What follows belongs to an exercise in optimizing a design on an open flow for small area; a production flow would make more cautious choices. Function was checked by simulation only, so behaviour that the tests miss may differ from the original. The flow treats the clock pin as an ideal source, which a real chip does not have. Power and IR drop assume default switching activity.

==> flow/design.v <==
module conv_input_cache (
	input  logic                           clk,
	input  logic                           rst_n,
	input  logic [1:0]                     cmd,
	input  logic [32-1:0]            pixel_in,
	output logic [1:0]                     ack,
	output logic [6-1:0]             rom_addr,
	output logic [(8 - 3 + 1)*32-1:0]  out_window,
	output logic                           out_valid
);
	localparam int PW = 32;
	localparam int ROW_BITS = 8 * 32;
	localparam int WB = (8 - 3 + 1) * 32;
	localparam logic [1:0] M_IDLE = 2'd0;
	localparam logic [1:0] M_PRE = 2'd1;
	localparam logic [1:0] M_SHIFT = 2'd2;
	localparam logic [1:0] M_LOAD = 2'd3;
	logic [1:0] mode;
	logic [3:0] cnt;      
	logic [2:0] tl;       
	logic [2:0] old;      
	logic [2:0] sel;      
	logic bias;           
	logic [2:0] ld, rot, en, hd;
	logic idle, shift, rd, row_done, cmd_done;
	logic [1:0] mode_n;
	logic [2:0] old_n, show, turn, ld_n, rot_n;
	assign idle = (mode == M_IDLE);
	assign shift = (mode == M_SHIFT);
	assign rd = mode[0];
	assign row_done = rd && (rom_addr[2:0] == 3'd7);
	always_comb begin
		case (mode)
			M_PRE: cmd_done = row_done && cnt[1];
			M_LOAD: cmd_done = row_done;
			M_SHIFT: cmd_done = cnt[3] && cnt[0];
			default: cmd_done = 1'b0;
		endcase
		mode_n = idle ? cmd : (cmd_done ? M_IDLE : mode);
		old_n = row_done ? {old[1:0], old[2]} : old;
		ld_n = {3{mode_n[0]}} & old_n;
	end
	always_comb begin
		show = ({3{cnt < 4'd3}} & old)
			| ({3{cnt >= 4'd3 && cnt < 4'd6}} & {old[1:0], old[2]})
			| ({3{cnt >= 4'd6 && cnt < 4'd9}} & {old[0], old[2:1]});
		turn[0] = shift && (cnt <= 4'd7);
		turn[1] = (shift && (cnt >= 4'd3)) || (tl == 3'd1);
		turn[2] = (shift && (cnt >= 4'd6)) || ((tl != 3'd0) && (tl <= 3'd4));
		rot_n = ({3{turn[0]}} & old)
			| ({3{turn[1]}} & {old[1:0], old[2]})
			| ({3{turn[2]}} & {old[0], old[2:1]});
	end
	always_ff @(posedge clk or negedge rst_n) begin
		if (!rst_n) begin
			mode <= M_IDLE;
			ack <= 2'd0;
			rom_addr <= '0;
			tl <= 3'd0;
			old <= 3'b001;
			ld <= 3'b000;
			rot <= 3'b000;
			en <= 3'b000;
			hd <= 3'b000;
		end else begin
			ack <= cmd_done ? mode : 2'd0;
			mode <= mode_n;
			if (rd)
				rom_addr <= rom_addr + 1'b1;
			if (shift && cmd_done)
				tl <= 3'd1;
			else if (tl != 3'd0)
				tl <= (tl == 3'd5) ? 3'd0 : tl + 1'b1;
			old <= old_n;
			ld <= ld_n;
			rot <= rot_n;
			en <= ld_n | rot_n;
			hd <= ~(ld_n | rot_n);
		end
	end
	always_ff @(posedge clk or negedge rst_n) begin
		if (!rst_n) begin
			cnt <= 4'd0;
			sel <= 3'b000;
		end else begin
			if (idle)
				cnt <= 4'd0;
			else if (shift || row_done)
				cnt <= cnt + 1'b1;
			sel <= shift ? show : 3'b000;
		end
	end
	logic [ROW_BITS-1:0] row0, row1, row2;
	function automatic logic [ROW_BITS-1:0] row_next(
		input logic [ROW_BITS-1:0] q,
		input logic [PW-1:0] pix,
		input logic l, r, e, h
	);
		row_next[ROW_BITS-PW-1:0] = ({(ROW_BITS-PW){e}} & q[ROW_BITS-1:PW])
			| ({(ROW_BITS-PW){h}} & q[ROW_BITS-PW-1:0]);
		row_next[ROW_BITS-1:ROW_BITS-PW] = ({PW{l}} & pix)
			| ({PW{r}} & q[PW-1:0])
			| ({PW{h}} & q[ROW_BITS-1:ROW_BITS-PW]);
	endfunction
	always_ff @(posedge clk) begin
		row0 <= row_next(row0, pixel_in, ld[0], rot[0], en[0], hd[0]);
		row1 <= row_next(row1, pixel_in, ld[1], rot[1], en[1], hd[1]);
		row2 <= row_next(row2, pixel_in, ld[2], rot[2], en[2], hd[2]);
	end
	assign bias = (tl == 3'd1);
	assign out_valid = (sel != 3'b000) || bias;
	assign out_window = ({WB{sel[0]}} & row0[WB-1:0])
		| ({WB{sel[1]}} & row1[WB-1:0])
		| ({WB{sel[2]}} & row2[WB-1:0])
		| ({WB{bias}} & {(8 - 3 + 1){32'h3F80_0000}});
endmodule
Settings: LEC_CHECK=0, CAP_MARGIN=20, CORE_MARGIN=2, CORE_UTILIZATION=40, SLEW_MARGIN=20; clock period 4.0 ns.
standard.sh (not shown) runs the stock make flow with config.mk's settings and CLKGATE_MAP_FILE= SYNTH_SCRIPT=/design/flow/synth_recipe.tcl, a recipe that flattens the netlist after the stock synthesis.
==> flow/flow/run.sh <==
#!/bin/bash
# Standard ORFS layout with three changes: the port buffers are buf_1 cells;
# the clock tree's leaf buffers are clkbuf_8 cells, each driving up to 18
# registers, without dummy loads; and after CTS the clock buffers that drive
# other clock buffers are upsized to clkbuf_16, so the leaves see sharp edges.
# Power recovery after global routing downsizes cells off the critical paths.
set -e
cd "$(dirname "$0")/.."
export BUFFER_PORTS_ARGS="-buffer_cell sky130_fd_sc_hd__buf_1"
export RECOVER_POWER=100
export CTS_ARGS="-sink_clustering_enable -repair_clock_nets -dont_use_dummy_load -buf_list {sky130_fd_sc_hd__clkbuf_8} -sink_clustering_size 18 -sink_clustering_max_diameter 60"
bash standard.sh cts > standard_cts.log 2>&1
openroad -no_init -exit flow/upsize_tree.tcl > upsize_tree.log 2>&1
bash standard.sh > standard.log 2>&1
==> flow/flow/upsize_tree.tcl <==
# Upsize the clock buffers that drive other clock buffers to clkbuf_16,
# then legalise the placement again.
set odb orfs/results/sky130hd/conv_input_cache/base/4_cts.odb
read_db $odb
read_liberty $::env(FLOW_HOME)/platforms/sky130hd/lib/sky130_fd_sc_hd__tt_025C_1v80.lib
set n 0
foreach inst [[ord::get_db_block] getInsts] {
  set m [[$inst getMaster] getName]
  if {![string match "sky130_fd_sc_hd__clkbuf_*" $m]} continue
  set onet [[$inst findITerm X] getNet]
  if {$onet == "NULL"} continue
  set drives_buf 0
  foreach it [$onet getITerms] {
    set mm [[[$it getInst] getMaster] getName]
    if {[string match "sky130_fd_sc_hd__clkbuf_*" $mm] && [$it isInputSignal]} { set drives_buf 1 }
  }
  if {$drives_buf && $m ne "sky130_fd_sc_hd__clkbuf_16"} {
    replace_cell [$inst getName] sky130_fd_sc_hd__clkbuf_16
    incr n
  }
}
puts "upsized $n clock buffers"
detailed_placement
check_placement -verbose
write_db $odb
The baseline finished but failed the layout checks on max-capacitance violations, max-slew violations.
Then changed:
==> flow/flow/run.sh (replaced) <==
#!/bin/bash
# Standard ORFS layout with three changes: the port buffers are buf_1 cells;
# the clock tree's leaf buffers are clkbuf_8 cells, each driving up to 20
# registers, without dummy loads; and after CTS the clock buffers that drive
# other clock buffers are upsized to clkbuf_16, so the leaves see sharp edges.
set -e
cd "$(dirname "$0")/.."
export BUFFER_PORTS_ARGS="-buffer_cell sky130_fd_sc_hd__buf_1"
export CTS_ARGS="-sink_clustering_enable -repair_clock_nets -dont_use_dummy_load -buf_list {sky130_fd_sc_hd__clkbuf_8} -sink_clustering_size 20 -sink_clustering_max_diameter 60"
bash standard.sh cts > standard_cts.log 2>&1
openroad -no_init -exit flow/upsize_tree.tcl > upsize_tree.log 2>&1
bash standard.sh > standard.log 2>&1
What happened: This time the run completed without violations; synthesized area stays the same; final area is about the same; register-to-register slack is better by 1400 ps; wire length decreases slightly; count of clock-buffer cells in the layout decreases by 1; sequential share of layout area is about the same; setup slack is better by 37 ps; die area is unchanged; total power stays flat; sequential cell count is unchanged; global-route usage is about the same.
Then changed:
==> flow/flow/run.sh (replaced) <==
#!/bin/bash
# Standard ORFS layout, with the port buffers made as buf_1 cells and a
# clock tree of clkbuf_16 cells, each driving up to 30 registers, without
# dummy loads.
cd "$(dirname "$0")/.."
export BUFFER_PORTS_ARGS="-buffer_cell sky130_fd_sc_hd__buf_1"
export CTS_ARGS="-sink_clustering_enable -repair_clock_nets -dont_use_dummy_load -buf_list {sky130_fd_sc_hd__clkbuf_16} -sink_clustering_size 30 -sink_clustering_max_diameter 80"
bash standard.sh > standard.log 2>&1
- GPL_TIMING_DRIVEN: unset -> 0
removed: flow/flow/upsize_tree.tcl
After rerunning:
- The new run completed without violations
- cell count rose by 5.9%
- worst hold slack degrades by 220 ps
- synthesized cell count does not change
- sequential share of layout area goes down by 1.2 points
- register-to-register slack gets worse by 240 ps
- final area rose by 2.0%
- global-route usage rose by 7.5 points
- clock skew stays flat
- count of clock-buffer cells in the layout goes down by 22
- total power rose by 1.8%

* * *

Setup of alpha:
// conv_input_cache: RTL as listed in full above, without the edits since
export LEC_CHECK = 0
export CAP_MARGIN = 20
export CORE_MARGIN = 2
export CORE_UTILIZATION = 70
export SLEW_MARGIN = 20
create_clock -name core_clock -period 4.0 [get_ports {clk}]
==> flow/flow/run.sh <==
#!/bin/bash
# Standard ORFS layout with three changes: the port buffers are buf_1 cells;
# the clock tree's leaf buffers are clkbuf_8 cells, each driving up to 18
# registers, without dummy loads; and after CTS the clock buffers that drive
# other clock buffers are upsized to clkbuf_16, so the leaves see sharp edges,
# and signal cells (first the large buffers on high-fanout nets) are downsized
# where slew, load and setup slack allow.
set -e
cd "$(dirname "$0")/.."
export BUFFER_PORTS_ARGS="-buffer_cell sky130_fd_sc_hd__buf_1"
export CTS_ARGS="-sink_clustering_enable -repair_clock_nets -dont_use_dummy_load -buf_list {sky130_fd_sc_hd__clkbuf_8} -sink_clustering_size 18 -sink_clustering_max_diameter 60"
bash standard.sh cts > standard_cts.log 2>&1
openroad -no_init -exit flow/upsize_tree.tcl > upsize_tree.log 2>&1
bash standard.sh > standard.log 2>&1
Other scripts of this flow, unchanged in this note and not shown: flow/flow/upsize_tree.tcl
Here is what was changed in the inputs of beta compared with alpha.
--- a/flow/config.mk
+++ b/flow/config.mk
@@ -9,3 +9,3 @@
 export CORE_MARGIN = 2
-export CORE_UTILIZATION = 70
+export CORE_UTILIZATION = 60
 export SLEW_MARGIN = 20
Results
Having completed the whole flow, beta delivered a layout that passed the timing, DRC and antenna checks.
alpha -> beta: fmax increased by a few percent
Looking at final worst hold slack across both flows, beta is the weaker of the two, with alpha ahead.
Non-clock buffer count down 0.74% in beta wrt alpha
Cmp alpha and beta / combinational share of power / lower: alpha
From alpha to beta the numbers moved as follows: met1 track demand over resource dropped 5.1 points, detailed-route wire length climbed 4.0%, first-pass iteration count of the detailed router dropped 3, count of clock-buffer cells in the layout climbed about 2%.
Taking alpha over beta, the first-iteration DRC count ratio works out to 1.20.
Global-route met2 utilization: beta lower than alpha

* * *

Starts from the design.v that is shown in full above.
clock: 4.0 ns
lec_check: 0
cap_margin: 20
core_margin: 2
core_utilization: 40
slew_margin: 20
==> flow/flow/upsize_tree.tcl <==
# Upsize the clock buffers that drive other clock buffers to clkbuf_16,
# downsize the large signal buffers that placement put on the high-fanout
# nets, and then every other signal cell, where slew, load and setup slack
# allow, then legalise the placement.
set odb orfs/results/sky130hd/conv_input_cache/base/4_cts.odb
read_db $odb
read_liberty $::env(FLOW_HOME)/platforms/sky130hd/lib/sky130_fd_sc_hd__tt_025C_1v80.lib
set n 0
foreach inst [[ord::get_db_block] getInsts] {
  set m [[$inst getMaster] getName]
  if {![string match "sky130_fd_sc_hd__clkbuf_*" $m]} continue
  set onet [[$inst findITerm X] getNet]
  if {$onet == "NULL"} continue
  set drives_buf 0
  foreach it [$onet getITerms] {
    set mm [[[$it getInst] getMaster] getName]
    if {[string match "sky130_fd_sc_hd__clkbuf_*" $mm] && [$it isInputSignal]} { set drives_buf 1 }
  }
  if {$drives_buf && $m ne "sky130_fd_sc_hd__clkbuf_16"} {
    replace_cell [$inst getName] sky130_fd_sc_hd__clkbuf_16
    incr n
  }
}
puts "upsized $n clock buffers"

read_sdc orfs/results/sky130hd/conv_input_cache/base/4_cts.sdc
source $::env(FLOW_HOME)/platforms/sky130hd/setRC.tcl
set_propagated_clock [all_clocks]
estimate_parasitics -placement
puts "before: slew viol [sta::max_slew_violation_count] cap viol [sta::max_capacitance_violation_count] wns [sta::worst_slack -max]"
# Downsize non-clock buffers where every pin of the driven net keeps a slew
# under 1 ns, no max-slew or max-capacitance limit is broken, and setup slack
# stays above 0.25 ns (placement parasitics).
proc net_ok {inst} {
  set ok 1
  foreach p [get_pins -of_objects [get_cells $inst] -filter "direction==output"] {
    set net [get_nets -of_objects $p]
    foreach q [get_pins -of_objects $net] {
      foreach prop {slew_max_rise slew_max_fall} {
        if {[get_property $q $prop] > 1.0} { set ok 0 }
      }
    }
  }
  return $ok
}
set cands {}
foreach inst [get_cells *] {
  set m [get_property $inst ref_name]
  if {[regexp {^sky130_fd_sc_hd__buf_(6|8|12|16)$} $m]} { lappend cands [get_full_name $inst] }
}
puts "candidates [llength $cands]"
set saved 0
foreach inst $cands {
  set orig [get_property [get_cells $inst] ref_name]
  set done 0
  foreach cand {sky130_fd_sc_hd__buf_4 sky130_fd_sc_hd__buf_6 sky130_fd_sc_hd__buf_8} {
    if {$done} break
    if {$cand eq $orig} break
    replace_cell $inst $cand
    estimate_parasitics -placement
    if {[net_ok $inst] && [sta::max_slew_violation_count] == 0 && [sta::max_capacitance_violation_count] == 0 && [sta::worst_slack -max] > 0.25} {
      puts "$inst $orig -> $cand"
      set done 1
    } else {
      replace_cell $inst $orig
    }
  }
}
estimate_parasitics -placement
puts "after: slew viol [sta::max_slew_violation_count] cap viol [sta::max_capacitance_violation_count] wns [sta::worst_slack -max]"
# Then try smaller drive strengths of the same cell for every other signal
# cell (not clock buffers), with the same checks.
set lib_cells {}
foreach lc [get_lib_cells sky130_fd_sc_hd__tt_025C_1v80/*] { lappend lib_cells [get_name $lc] }
set cands {}
foreach inst [get_cells *] {
  set m [get_property $inst ref_name]
  if {[string match "*clkbuf*" $m] || [string match "*clkinv*" $m]} continue
  if {[regexp {^(sky130_fd_sc_hd__[a-z0-9]+)_([0-9]+)$} $m -> base drive] && $drive > 1} {
    lappend cands [list [get_full_name $inst] $m $base $drive]
  }
}
puts "cell candidates [llength $cands]"
foreach c $cands {
  lassign $c inst orig base drive
  foreach d {0 1 2 4 6 8} {
    if {$d >= $drive} break
    set cand ${base}_$d
    if {[lsearch -exact $lib_cells $cand] < 0} continue
    replace_cell $inst $cand
    estimate_parasitics -placement
    if {[net_ok $inst] && [sta::max_slew_violation_count] == 0 && [sta::max_capacitance_violation_count] == 0 && [sta::worst_slack -max] > 0.25} {
      puts "$inst $orig -> $cand"
      break
    } else {
      replace_cell $inst $orig
    }
  }
}
estimate_parasitics -placement
puts "after cells: slew viol [sta::max_slew_violation_count] cap viol [sta::max_capacitance_violation_count] wns [sta::worst_slack -max]"
detailed_placement
check_placement -verbose
write_db $odb
Scripts as last shown in full above: flow/flow/run.sh
Then changed:
--- a/flow/flow/run.sh
+++ b/flow/flow/run.sh
@@ -3 +3 @@
-# the clock tree's leaf buffers are clkbuf_8 cells, each driving up to 18
+# the clock tree's leaf buffers are clkbuf_8 cells, each driving up to 20
@@ -11 +11 @@
-export CTS_ARGS="-sink_clustering_enable -repair_clock_nets -dont_use_dummy_load -buf_list {sky130_fd_sc_hd__clkbuf_8} -sink_clustering_size 18 -sink_clustering_max_diameter 60"
+export CTS_ARGS="-sink_clustering_enable -repair_clock_nets -dont_use_dummy_load -buf_list {sky130_fd_sc_hd__clkbuf_8} -sink_clustering_size 20 -sink_clustering_max_diameter 60"
- CORE_UTILIZATION: 40 -> 60
Effect:
- flip-flop and latch count does not change
- sequential power stays flat
- worst setup slack improves by 0.079 ns
- non-clock buffer count rose by 5
- core utilization rose by 21 points
- final area fell slightly
- synthesized area is unchanged
- total power fell by a few percent
- clock skew fell by 0.033 ns
- fmax rose by a few percent
Then changed:
--- a/flow/flow/run.sh
+++ b/flow/flow/run.sh
@@ -3 +3 @@
-# the clock tree's leaf buffers are clkbuf_8 cells, each driving up to 20
+# the clock tree's leaf buffers are clkbuf_8 cells, each driving up to 18
@@ -6,2 +6 @@
-# and signal cells (first the large buffers on high-fanout nets) are downsized
-# where slew, load and setup slack allow.
+# and large signal buffers on high-fanout nets are downsized where they can be.
@@ -11 +10 @@
-export CTS_ARGS="-sink_clustering_enable -repair_clock_nets -dont_use_dummy_load -buf_list {sky130_fd_sc_hd__clkbuf_8} -sink_clustering_size 20 -sink_clustering_max_diameter 60"
+export CTS_ARGS="-sink_clustering_enable -repair_clock_nets -dont_use_dummy_load -buf_list {sky130_fd_sc_hd__clkbuf_8} -sink_clustering_size 18 -sink_clustering_max_diameter 60"
--- a/flow/flow/upsize_tree.tcl
+++ b/flow/flow/upsize_tree.tcl
@@ -3,2 +3 @@
-# nets, and then every other signal cell, where slew, load and setup slack
-# allow, then legalise the placement.
+# nets where slew, load and setup slack allow, then legalise the placement.
@@ -31,3 +30,3 @@
-# Downsize non-clock buffers where every pin of the driven net keeps a slew
-# under 1 ns, no max-slew or max-capacitance limit is broken, and setup slack
-# stays above 0.25 ns (placement parasitics).
+# Downsize non-clock buffers where the driven net keeps a slew under 1 ns,
+# the load stays under 80% of the cell's max capacitance, and setup slack
+# stays above 0.2 ns (placement parasitics).
@@ -40 +39,3 @@
-        if {[get_property $q $prop] > 1.0} { set ok 0 }
+        set s [get_property $q $prop]
+        if {$s > 1.0e-9 && $s > 1.0} { set ok 0 }
+        if {$s > 1.0 && $s < 1e3} { set ok 0 }
@@ -71,31 +71,0 @@
-# Then try smaller drive strengths of the same cell for every other signal
-# cell (not clock buffers), with the same checks.
-set lib_cells {}
-foreach lc [get_lib_cells sky130_fd_sc_hd__tt_025C_1v80/*] { lappend lib_cells [get_name $lc] }
-set cands {}
-foreach inst [get_cells *] {
-  set m [get_property $inst ref_name]
-  if {[string match "*clkbuf*" $m] || [string match "*clkinv*" $m]} continue
-  if {[regexp {^(sky130_fd_sc_hd__[a-z0-9]+)_([0-9]+)$} $m -> base drive] && $drive > 1} {
-    lappend cands [list [get_full_name $inst] $m $base $drive]
-  }
-}
-puts "cell candidates [llength $cands]"
-foreach c $cands {
-  lassign $c inst orig base drive
-  foreach d {0 1 2 4 6 8} {
-    if {$d >= $drive} break
-    set cand ${base}_$d
-    if {[lsearch -exact $lib_cells $cand] < 0} continue
-    replace_cell $inst $cand
-    estimate_parasitics -placement
-    if {[net_ok $inst] && [sta::max_slew_violation_count] == 0 && [sta::max_capacitance_violation_count] == 0 && [sta::worst_slack -max] > 0.25} {
-      puts "$inst $orig -> $cand"
-      break
-    } else {
-      replace_cell $inst $orig
-    }
-  }
-}
-estimate_parasitics -placement
-puts "after cells: slew viol [sta::max_slew_violation_count] cap viol [sta::max_capacitance_violation_count] wns [sta::worst_slack -max]"
- CORE_UTILIZATION: 60 -> 40
Effect: Power rose by a few percent. Non-clock buffer count drops by 5. Die area climbs by well over a third. Sequential power barely changes. Wire length grows by a few percent. Via count is about the same. Synthesized cell count stays the same. Register-to-register slack is better by 0.09 ns. Sequential share of layout area decreases by 1.0 points. Global-route usage shrinks by 9.4 points. Hold slack improves by 0.022 ns.
Then changed:
--- a/flow/flow/run.sh
+++ b/flow/flow/run.sh
@@ -5,2 +5 @@
-# other clock buffers are upsized to clkbuf_16, so the leaves see sharp edges,
-# and large signal buffers on high-fanout nets are downsized where they can be.
+# other clock buffers are upsized to clkbuf_16, so the leaves see sharp edges.
==> flow/flow/upsize_tree.tcl (replaced) <==
# Upsize the clock buffers that drive other clock buffers to clkbuf_16,
# then legalise the placement again.
set odb orfs/results/sky130hd/conv_input_cache/base/4_cts.odb
read_db $odb
read_liberty $::env(FLOW_HOME)/platforms/sky130hd/lib/sky130_fd_sc_hd__tt_025C_1v80.lib
set n 0
foreach inst [[ord::get_db_block] getInsts] {
  set m [[$inst getMaster] getName]
  if {![string match "sky130_fd_sc_hd__clkbuf_*" $m]} continue
  set onet [[$inst findITerm X] getNet]
  if {$onet == "NULL"} continue
  set drives_buf 0
  foreach it [$onet getITerms] {
    set mm [[[$it getInst] getMaster] getName]
    if {[string match "sky130_fd_sc_hd__clkbuf_*" $mm] && [$it isInputSignal]} { set drives_buf 1 }
  }
  if {$drives_buf && $m ne "sky130_fd_sc_hd__clkbuf_16"} {
    replace_cell [$inst getName] sky130_fd_sc_hd__clkbuf_16
    incr n
  }
}
puts "upsized $n clock buffers"
detailed_placement
check_placement -verbose
write_db $odb
- final area is higher by 0.39%
- power barely changes
- via count barely changes
- non-clock buffer count is higher by 1
- worst setup slack gains 0.24 ns
- wire length is about the same
- area after synthesis stays the same
- die area is unchanged
- final cell count is unchanged
- critical path depth does not change
- combinational power stays flat
Then changed:
--- a/flow/flow/run.sh
+++ b/flow/flow/run.sh
@@ -3 +3 @@
-# the clock tree's leaf buffers are clkbuf_8 cells, each driving up to 18
+# the clock tree's leaf buffers are clkbuf_8 cells, each driving up to 20
@@ -9 +9 @@
-export CTS_ARGS="-sink_clustering_enable -repair_clock_nets -dont_use_dummy_load -buf_list {sky130_fd_sc_hd__clkbuf_8} -sink_clustering_size 18 -sink_clustering_max_diameter 60"
+export CTS_ARGS="-sink_clustering_enable -repair_clock_nets -dont_use_dummy_load -buf_list {sky130_fd_sc_hd__clkbuf_8} -sink_clustering_size 20 -sink_clustering_max_diameter 45"
Effect: Final cell count grows slightly. Synthesized cell count stays the same. Count of clock-buffer cells in the layout grows by 44. Sequential share of layout area shrinks by 1.1 points.
Then changed:
==> flow/flow/run.sh (replaced) <==
#!/bin/bash
# Standard ORFS layout, with the port buffers made as buf_1 cells and a
# clock tree of clkbuf_16 cells, each driving up to 30 registers, without
# dummy loads.
cd "$(dirname "$0")/.."
export BUFFER_PORTS_ARGS="-buffer_cell sky130_fd_sc_hd__buf_1"
export CTS_ARGS="-sink_clustering_enable -repair_clock_nets -dont_use_dummy_load -buf_list {sky130_fd_sc_hd__clkbuf_16} -sink_clustering_size 30 -sink_clustering_max_diameter 80"
bash standard.sh > standard.log 2>&1
removed: flow/flow/upsize_tree.tcl
Clock power shrinks by 18%.
Count of clock-buffer cells in the layout drops by 63.
Sequential cell count does not change.
Die area stays the same.
Worst hold slack got worse by 0.017 ns.

-- re-timing with driven ports --
How much do the figures lean on ideal ports? The routed layouts below were timed once more, with nothing changed but the port constraints. Step 1, drivers: a clkbuf_16 drives clk and a buf_2 each remaining input, both assumed. Step 2 moves the port delays by t, midway between the first and last clock arrival at a register: inputs arrive t later, outputs are due t later. That takes back most of the time a late clock gives input paths. a / b / c = ideal / step 1 / step 2; a / b = the first two.
run	t, ns	setup WS [ns]	worst hold slack (ns)	worst setup path after step 2
the first run of note 1	0.639	0.426 / 0.382 / 0.426	0.437 / 0.437 / 0.437	register to register
the second run of note 1	0.631	0.464 / 0.400 / 1.032	0.318 / 0.278 / 0.428	register to output
the third run of note 1	0.644	0.031 / -0.033 / 0.611	0.094 / 0.054 / 0.446	register to output
alpha	0.621	0.174 / 0.113 / 0.733	0.310 / 0.276 / 0.473	register to output
beta	0.634	0.351 / 0.293 / 0.927	0.287 / 0.253 / 0.455	register to output
the first run of note 3	0.641	0.246 / 0.182 / 0.823	0.322 / 0.282 / 0.438	register to output
the second run of note 3	0.645	0.326 / 0.262 / 0.906	0.297 / 0.257 / 0.454	register to output
the third run of note 3	0.639	0.222 / 0.159 / 0.798	0.319 / 0.280 / 0.437	register to output
the fourth run of note 3	0.637	0.464 / 0.401 / 1.037	0.325 / 0.285 / 0.437	register to output
the fifth run of note 3	0.637	0.472 / 0.408 / 1.046	0.349 / 0.309 / 0.435	register to output
the sixth run of note 3	0.629	0.480 / 0.417 / 1.047	0.332 / 0.293 / 0.431	register to output
